Source: an optimization exercise on an open RTL-to-GDS flow (aim: small area). Production flows keep margins and buffers that such runs may drop.
Only simulation tests tie the RTL to the original design; equivalence was not proved.
No activity file was given, so power comes from the tool's default toggle rates.

## angle_slew_limiter_unit
module angle_slew_limiter_unit
(
    input  logic               clk,
    input  logic               rst_n,
    input  logic               cfg_valid,
    output logic               cfg_ready,
    input  logic [31:0]        cfg_max_rate,
    input  logic               frame_valid,
    output logic               frame_ready,
    input  logic signed [15:0] frame_tgt_x,
    input  logic signed [15:0] frame_tgt_y,
    input  logic signed [15:0] frame_src_x,
    input  logic signed [15:0] frame_src_y,
    input  logic [31:0]        frame_stamp_us,
    output logic               result_valid,
    input  logic               result_ready,
    output logic signed [15:0] result_angle,
    output logic               result_was_limited,
    output logic               result_was_held
);
    localparam logic [2:0] S_IDLE = 3'd0;
    localparam logic [2:0] S_CORD = 3'd1;
    localparam logic [2:0] S_MUL  = 3'd2;
    localparam logic [2:0] S_WAIT = 3'd3;
    localparam logic [2:0] S_PA   = 3'd4;
    localparam logic [2:0] S_PB   = 3'd5;
    localparam logic [2:0] S_ACC  = 3'd6;
    localparam logic [2:0] S_MW   = 3'd7;
    logic [2:0]  st_q, st_n;
    logic [4:0]  ph_q, ph_n;
    logic [5:0]  cnt_q, cnt_n;
    logic [31:0] rate_q, rate_n;
    logic [16:0] lr_q, lr_n;        
    logic        rok_q, lok_q;        
    logic        xnz_q, hz_q, hz_n;
    logic [15:0] cur_q, cur_n;
    logic        rv_q, rv_n;
    logic        lim_q, lim_n;
    logic [16:0] xn_q, yn_q, x_q, y_q, l_q, l_n, h_q, h_n;
    logic [33:0] rg_q;              
    logic        cx_q, cx_n, cy_q, cy_n, cl_q, cl_n, ch_q, ch_n;
    logic        dir_q, dir_n, ysgn_q, ysgn_n, ynz_q, ynz_n;
    logic        bw_q, bw_n, dq0_q, dd1_q, dd2_q, rc1n_q, rc2n_q;
    logic        sat_q, sat_n, dneg_q, dneg_n;
    logic        b1_q, b1_n, b2_q, b2_n, c3_q, c3_n;
    wire ph0  = (ph_q == 5'd0);
    wire ph15 = (ph_q == 5'd15);
    wire ph16 = ph_q[4];
    wire cord    = (st_q == S_CORD);
  ...
For scale: ~660 cells after synthesis, ~170 flip-flops, ~150 I/O pins.
clock: 7.5 ns
lec_check: 0
cap_margin: 20
core_margin: 2
core_utilization: 65
gpl_timing_driven: 0
slew_margin: 20
standard.sh (not shown) runs the stock make flow with config.mk's settings and CLKGATE_MAP_FILE= SYNTH_SCRIPT=/design/flow/synth_recipe.tcl, a recipe that flattens the netlist after the stock synthesis.
==> flow/flow/run.sh <==
#!/bin/bash
# Layout: the standard flow (standard.sh) unchanged, except that
#  - the port buffers that global placement inserts are buf_1 cells, and
#  - clock tree synthesis uses clkbuf_8 buffers and adds no dummy loads.
export BUFFER_PORTS_ARGS="-buffer_cell sky130_fd_sc_hd__buf_1"
export CTS_ARGS="-sink_clustering_enable -repair_clock_nets -buf_list sky130_fd_sc_hd__clkbuf_8 -dont_use_dummy_load"
bash standard.sh "$@" > run_standard.log 2>&1
The starting point ran to the end with no violations.
Then changed:
==> flow/flow/run.sh (replaced) <==
#!/bin/bash
# Layout: the standard flow (standard.sh) unchanged, except that
#  - the port buffers that global placement inserts are buf_1 cells,
#  - clock tree synthesis uses clkbuf_8 buffers and adds no dummy loads, and
#  - after global routing, gates off the critical paths are downsized
#    (repair_timing -recover_power).
export BUFFER_PORTS_ARGS="-buffer_cell sky130_fd_sc_hd__buf_1"
export CTS_ARGS="-sink_clustering_enable -repair_clock_nets -buf_list sky130_fd_sc_hd__clkbuf_8 -dont_use_dummy_load"
export RECOVER_POWER=100
bash standard.sh "$@" > run_standard.log 2>&1
- GPL_TIMING_DRIVEN: 0 -> unset
Now the flow ran to the end with violations: capacitance limit, slew limit.
Worst setup slack gets better by 0.21 ns.
Sequential share of layout area rises by 0.76 points.
Register-to-register slack gains 0.21 ns.
Combinational power goes down by about 10%.
Worst hold slack is worse by 0.0042 ns.
Final cell count is lower by 3.4%.
Die area does not change.
Routed wire length went down by 13%.
Clock skew barely changes.
Critical path depth goes down by 4.
Then changed:
==> flow/flow/run.sh (replaced) <==
#!/bin/bash
# Layout: the standard flow (standard.sh) unchanged, except that
#  - the port buffers that global placement inserts are buf_1 cells, and
#  - clock tree synthesis uses clkbuf_8 buffers and adds no dummy loads.
export BUFFER_PORTS_ARGS="-buffer_cell sky130_fd_sc_hd__buf_1"
export CTS_ARGS="-sink_clustering_enable -repair_clock_nets -buf_list sky130_fd_sc_hd__clkbuf_8 -dont_use_dummy_load"
bash standard.sh "$@" > run_standard.log 2>&1
Effect: The new run passed the timing, design-rule and antenna checks. Worst hold slack is about the same. Global-route usage is unchanged. Maximum frequency rises by a few percent. Core utilization goes up by 0.11 points. Cell count stays the same.

========
## run A
angle_slew_limiter_unit, a different RTL version from the one above (not shown whole).
For scale: about 170 flip-flops, about 150 I/O pins.
clock: 7.5 ns
lec_check: 0
cap_margin: 20
core_margin: 2
core_utilization: 65
slew_margin: 20
==> flow/flow/run.sh <==
#!/bin/bash
# Layout: the standard flow (standard.sh) unchanged, except that
#  - the port buffers that global placement inserts are buf_1 cells, and
#  - clock tree synthesis uses clkbuf_4 and clkbuf_8 buffers and adds no dummy loads.
export BUFFER_PORTS_ARGS="-buffer_cell sky130_fd_sc_hd__buf_1"
export CTS_ARGS="-sink_clustering_enable -repair_clock_nets -buf_list \"sky130_fd_sc_hd__clkbuf_4 sky130_fd_sc_hd__clkbuf_8\" -dont_use_dummy_load"
bash standard.sh "$@" > run_standard.log 2>&1
Having completed the whole flow, run A delivered a layout that passed the timing, design-rule and antenna checks.
Input-level comparison between run B and run A:
==> flow/flow/run.sh <==
#!/bin/bash
# Layout: the standard flow (standard.sh) unchanged, except that
#  - the port buffers that global placement inserts are buf_1 cells, and
#  - clock tree synthesis uses clkbuf_8 buffers and adds no dummy loads.
export BUFFER_PORTS_ARGS="-buffer_cell sky130_fd_sc_hd__buf_1"
export CTS_ARGS="-sink_clustering_enable -repair_clock_nets -buf_list sky130_fd_sc_hd__clkbuf_8 -dont_use_dummy_load"
bash standard.sh "$@" > run_standard.log 2>&1
--- outcome ---
As far as routed wirelength normalized by instance count goes, run A and run B are indistinguishable; the numbers are identical. Compared with run A, in run B via total after detailed routing held steady, area after synthesis flat.

========
## run 1
Another version of the RTL of angle_slew_limiter_unit (not shown whole).
Size in the first run: ~670 cells after synthesis, ~170 flip-flops, about 150 I/O pins, roughly 0.0081 mm2 of cells after synthesis.
Settings: LEC_CHECK=0, CAP_MARGIN=20, CORE_MARGIN=2, CORE_UTILIZATION=80, SLEW_MARGIN=20; clock period 7.5 ns.
==> flow/flow/run.sh <==
#!/bin/bash
# Layout: the standard flow (standard.sh) unchanged, except that
#  - the port buffers that global placement inserts are buf_1 cells, and
#  - clock tree synthesis uses clkbuf_8 buffers and adds no dummy loads.
export BUFFER_PORTS_ARGS="-buffer_cell sky130_fd_sc_hd__buf_1"
export CTS_ARGS="-sink_clustering_enable -repair_clock_nets -buf_list sky130_fd_sc_hd__clkbuf_8 -dont_use_dummy_load"
bash standard.sh "$@" > run_standard.log 2>&1
The inputs of run 2 differ from those of run 1 as listed below.
Settings: CORE_UTILIZATION changed from 80 to 65.
==> summary.txt <==
Lower effective utilization at floorplan among run 1 and run 2: run 2
Summary of run 2 over run 1: post-synthesis to final-layout area growth increased 0.51 points, critical path depth +3, worst hold slack after final layout fell by 0.0070 ns.
After detailed routing, run 1 needs more wire than run 2.
Run 2 leaves more setup margin than run 1.
Synthesized area essentially unchanged between run 1 and run 2.
Diff run 1 -> run 2 | detailed-route wire length per cell | down by more than a quarter
[run 2] shortest period the worst path allows fell 0.68 ns relative to run 1
Here is what was changed in the inputs of run 3 compared with run 2.
-- flow/flow/run.sh --
<<< run 2, line 4
#  - clock tree synthesis uses clkbuf_8 buffers and adds no dummy loads.
>>> run 3, line 4
#  - clock tree synthesis clusters the flip-flops under clkbuf_8 buffers and
#    adds no dummy loads.
<<< run 2, line 6
export CTS_ARGS="-sink_clustering_enable -repair_clock_nets -buf_list sky130_fd_sc_hd__clkbuf_8 -dont_use_dummy_load"
>>> run 3, line 7
export CTS_ARGS="-sink_clustering_enable -sink_clustering_size 25 -sink_clustering_max_diameter 150 -sink_clustering_levels 1 -repair_clock_nets -buf_list sky130_fd_sc_hd__clkbuf_8 -dont_use_dummy_load"
## What came out
On internal power component, run 2 tracks run 3 almost exactly.
For final design instance area without fill, run 2 and run 3 come out practically identical.
Between run 3 and run 2, the flip-flop and latch count does not differ in any meaningful way.
Comparing run 2 against run 3, there is no change at all in number of storage elements in the synthesis netlist.
Re number of non-filler instances in the completed layout: no difference whatsoever between run 3 and run 2.

==> afterwards: timing with drivers on the ports <==
No port has a modelled driver above. Below, the same layouts with a new extraction and two added sets of constraints. Step 1, drivers: a clkbuf_16 drives clk and a buf_2 each remaining input, both assumed. Step 2 times the ports against the registers' clock, not the clock port: input delays grow and output delays shrink by t, the midpoint of the rising clock arrivals with the driver on. Three values: ideal ports, drivers, drivers and shift; two values: the first two.
run | shift t [ns] | setup slack, ns | worst setup path at the end
the first run of note 1 | 0.481 | 0.745 / 0.745 / 0.745 | register to register
the second run of note 1 | 0.460 | 0.955 / 0.955 / 0.955 | register to register
the third run of note 1 | 0.464 | 1.100 / 1.100 / 1.100 | register to register
run A | 0.467 | 1.031 / 1.031 / 1.031 | register to register
run B | 0.467 | 1.031 / 1.031 / 1.031 | register to register
run 1 | 0.508 | 0.394 / 0.394 / 0.394 | register to register
run 2 | 0.474 | 1.077 / 1.077 / 1.077 | register to register
run 3 | 0.474 | 1.077 / 1.077 / 1.077 | register to register
